This is an optimization exercise on Yosys and OpenROAD, whose aim is small area, not a production implementation.
In this exercise RTL edits were held to simulation tests only and were not proved equivalent to the original.
Power figures rest on the tool's default switching activity, not on a simulated workload.

== lane 1 ==
// branch_predictor
module branch_predictor #(
  parameter int WIDTH    = 32,
  parameter int ENTRIES  = 16,
  parameter int CNT_BITS = 2
) (
  input  logic             clk,
  input  logic             rst,
  input  logic [WIDTH-1:0] PCF,
  output logic             PredTakenF,
  output logic [WIDTH-1:0] PredTargetF,
  input  logic             ResolveE,
  input  logic             IsJumpE,
  input  logic             TakenE,
  input  logic [WIDTH-1:0] PCE,
  input  logic [WIDTH-1:0] TargetE,
  input  logic [WIDTH-1:0] PCPlus4E,
  input  logic             PredTakenE,
  input  logic [WIDTH-1:0] PredTargetE,
  input  logic             InvalidateAll,
  output logic             FlushBranch,
  output logic [WIDTH-1:0] PCRedirect,
  output logic [31:0]      BranchCount,
  output logic [31:0]      MispredCount
);
Settings: LEC_CHECK=0, CAP_MARGIN=20, CORE_MARGIN=2, CORE_UTILIZATION=40, SETUP_SLACK_MARGIN=0.5, SLEW_MARGIN=20; clock period 7.0 ns.
run.sh (not shown) runs the stock make flow with config.mk's settings and CLKGATE_MAP_FILE= SYNTH_SCRIPT=/design/flow/synth_recipe.tcl, a recipe that flattens the netlist after the stock synthesis.
[inputs] lane 2 vs lane 1
==> flow/flow/run.sh (new file) <==
#!/bin/bash
# Own layout flow: the standard flow (standard.sh), with
#  - synthesis: the standard synthesis script, but ABC maps with an area-oriented
#    script (flow/area.abc); registers are mapped before ABC, so they are the same;
#  - input/output port buffers of the smallest buffer instead of clkdlybuf4s50_1;
#  - CTS with small clock buffers and no dummy loads.
set -euo pipefail
W=$(pwd)
F=$W/flow

sed "s#log_cmd abc {\*}\$abc_args#log_cmd abc -script $F/area.abc {*}[lrange \$abc_args 2 end]#" \
  "$FLOW_HOME/scripts/synth.tcl" > "$W/synth_area.tcl"
grep -q "$F/area.abc" "$W/synth_area.tcl"
sed "s#\$::env(SCRIPTS_DIR)/synth.tcl#$W/synth_area.tcl#" "$W/synth_recipe.tcl" > "$W/synth_recipe_area.tcl"
grep -q "$W/synth_area.tcl" "$W/synth_recipe_area.tcl"

source "$F/knobs.sh"

bash "$W/standard.sh" "SYNTH_SCRIPT=$W/synth_recipe_area.tcl" "${KNOBS[@]}" finish > "$W/standard_finish.log" 2>&1
==> flow/flow/area.abc (new file) <==
&get -n
&st
&dch -f
&nf -R 1000
&st
&dch -f
&nf -R 1000
&put
==> flow/flow/knobs.sh (new file) <==
KNOBS=(
  "BUFFER_PORTS_ARGS=-buffer_cell sky130_fd_sc_hd__buf_1"
  "CTS_ARGS=-sink_clustering_enable -repair_clock_nets -buf_list sky130_fd_sc_hd__clkbuf_4 -sink_clustering_size 10 -sink_clustering_max_diameter 40 -dont_use_dummy_load"
)
==> flow/standard.sh (new file) <==
#!/bin/bash
# synth_recipe.tcl (not shown) runs the flow's synth.tcl, then flattens the netlist and writes it again
# the make line also repeats each setting of config.mk as NAME=value (left out here)
make -C /OpenROAD-flow-scripts/flow DESIGN_CONFIG=/design/flow/config.mk WORK_HOME=/design/flow/orfs CLKGATE_MAP_FILE= SYNTH_SCRIPT=/design/flow/synth_recipe.tcl "${@:-finish}"
diff --git a/flow/config.mk b/flow/config.mk
--- a/flow/config.mk
+++ b/flow/config.mk
@@ -8,5 +8,6 @@
 export CAP_MARGIN = 20
 export CORE_MARGIN = 2
-export CORE_UTILIZATION = 40
-export SETUP_SLACK_MARGIN = 0.5
+export CORE_UTILIZATION = 70
+export PLACE_DENSITY = 0.78
+export SETUP_SLACK_MARGIN = 0.1
 export SLEW_MARGIN = 20
removed: flow/run.sh
Results
In lane 2 the overall routing resource usage turned out 18 points higher than in lane 1.
In the reports for lane 2 and lane 1, the larger multi-input combinational cell count belongs to lane 1.
Sort lane 2 and lane 1 by part of the power in combinational logic, descending, and lane 1 comes first.
Vias: lane 2 below lane 1
Lane 2 vs. lane 1: number of buffers inserted by post-CTS setup repair went down by 1.
The number of non-clock buffers in the layout of lane 2 is lower than that of lane 1.
Compared with lane 1, lane 2 shows routed length on met1 that has gone down by more than a quarter.
Setup changes, lane 2 to lane 3
==> flow/flow/knobs.sh <==
KNOBS=(
  "BUFFER_PORTS_ARGS=-buffer_cell sky130_fd_sc_hd__buf_1"
  "CTS_ARGS=-sink_clustering_enable -repair_clock_nets -buf_list sky130_fd_sc_hd__clkbuf_4 -dont_use_dummy_load"
)
diff --git a/flow/config.mk b/flow/config.mk
--- a/flow/config.mk
+++ b/flow/config.mk
@@ -8,6 +8,6 @@
 export CAP_MARGIN = 20
 export CORE_MARGIN = 2
-export CORE_UTILIZATION = 70
-export PLACE_DENSITY = 0.78
-export SETUP_SLACK_MARGIN = 0.1
+export CORE_UTILIZATION = 65
+export PLACE_DENSITY = 0.72
+export SETUP_SLACK_MARGIN = 0
 export SLEW_MARGIN = 20
--- outcome ---
Taking lane 2 as the reference, in lane 3 total length of routed met3 wires -about 6%; number of H-tree levels +1.
Changes observed in lane 3 relative to lane 2: final cell count up 217, total die area went up 0.0045 sq mm, non-clock buffer count went up.

---

branch_predictor again, from the RTL that the note above started with.
Settings: LEC_CHECK=0, CAP_MARGIN=20, CORE_MARGIN=2, CORE_UTILIZATION=65, PLACE_DENSITY=0.72, SETUP_SLACK_MARGIN=0.1, SLEW_MARGIN=20; clock period 7.0 ns.
standard.sh (not shown) runs the stock make flow with config.mk's settings and CLKGATE_MAP_FILE= SYNTH_SCRIPT=/design/flow/synth_recipe.tcl, a recipe that flattens the netlist after the stock synthesis.
==> flow/flow/run.sh <==
#!/bin/bash
# Own layout flow: the standard flow (standard.sh), with
#  - synthesis: the standard synthesis script, but ABC maps with an area-oriented
#    script (flow/area.abc); registers are mapped before ABC, so they are the same;
#  - input/output port buffers of the smallest buffer instead of clkdlybuf4s50_1;
#  - CTS with small clock buffers and no dummy loads.
set -euo pipefail
W=$(pwd)
F=$W/flow

sed "s#log_cmd abc {\*}\$abc_args#log_cmd abc -script $F/area.abc {*}[lrange \$abc_args 2 end]#" \
  "$FLOW_HOME/scripts/synth.tcl" > "$W/synth_area.tcl"
grep -q "$F/area.abc" "$W/synth_area.tcl"
sed "s#\$::env(SCRIPTS_DIR)/synth.tcl#$W/synth_area.tcl#" "$W/synth_recipe.tcl" > "$W/synth_recipe_area.tcl"
grep -q "$W/synth_area.tcl" "$W/synth_recipe_area.tcl"

source "$F/knobs.sh"

bash "$W/standard.sh" "SYNTH_SCRIPT=$W/synth_recipe_area.tcl" "${KNOBS[@]}" finish > "$W/standard_finish.log" 2>&1
==> flow/flow/area.abc <==
&get -n
&st
&dch -f
&nf -R 1000
&st
&dch -f
&nf -R 1000
&put
==> flow/flow/knobs.sh <==
KNOBS=(
  "BUFFER_PORTS_ARGS=-buffer_cell sky130_fd_sc_hd__buf_1"
  "CTS_ARGS=-sink_clustering_enable -repair_clock_nets -buf_list sky130_fd_sc_hd__clkbuf_4 -sink_clustering_size 10 -sink_clustering_max_diameter 40 -dont_use_dummy_load"
)
==> next run, changes <==
==> flow/flow/knobs.sh (replaced) <==
KNOBS=(
  "BUFFER_PORTS_ARGS=-buffer_cell sky130_fd_sc_hd__buf_1"
  "CTS_ARGS=-sink_clustering_enable -repair_clock_nets -buf_list sky130_fd_sc_hd__clkbuf_4 -sink_clustering_size 8 -sink_clustering_max_diameter 35 -dont_use_dummy_load"
)
Settings changed: CAP_MARGIN 20 to 5, CORE_UTILIZATION 65 to 70, PLACE_DENSITY 0.72 to 0.78, SLEW_MARGIN 20 to 5.
The new run went through all stages and came out clean.
Clock-buffer cell count goes up by 20.
Final area is about the same.
Wire length hardly moves.
Global-route usage grows by 3.4 points.
Setup slack gets better by 29 ps.
Register-to-register slack improved by 20 ps.

[port drivers added, routing unchanged]
In the flow no input, the clock included, has a driving cell. The finished layouts below were timed again as built, in two steps.
Step 1: set_driving_cell puts a clkbuf_16 on clk and a buf_2 on each other input, an assumption about the parent block.
Step 2, shift: input delay + t, output delay - t, t = (earliest + latest rising clock arrival at the registers) / 2. This alone moves slack from input paths to output paths.
Three values: no drivers, after step 1, after step 2; two values: the first two.
run	t, ns	slack for setup (ns)	worst slew at a driven data input, ns
lane 1	0.788	0.367 / 0.312 / 0.312	0.18
lane 2	1.052	0.183 / 0.106 / 0.106	0.13
lane 3	1.163	0.114 / 0.053 / 0.053	0.13
the first run of note 2	1.075	0.128 / 0.080 / 0.080	0.13
the second run of note 2	1.090	0.157 / 0.076 / 0.076	0.12
After both steps setup and hold are still met in every run listed. The setup slack of the second run of note 2, which loses most, moves by -0.081 ns with the drivers and by -0.081 ns with both steps.
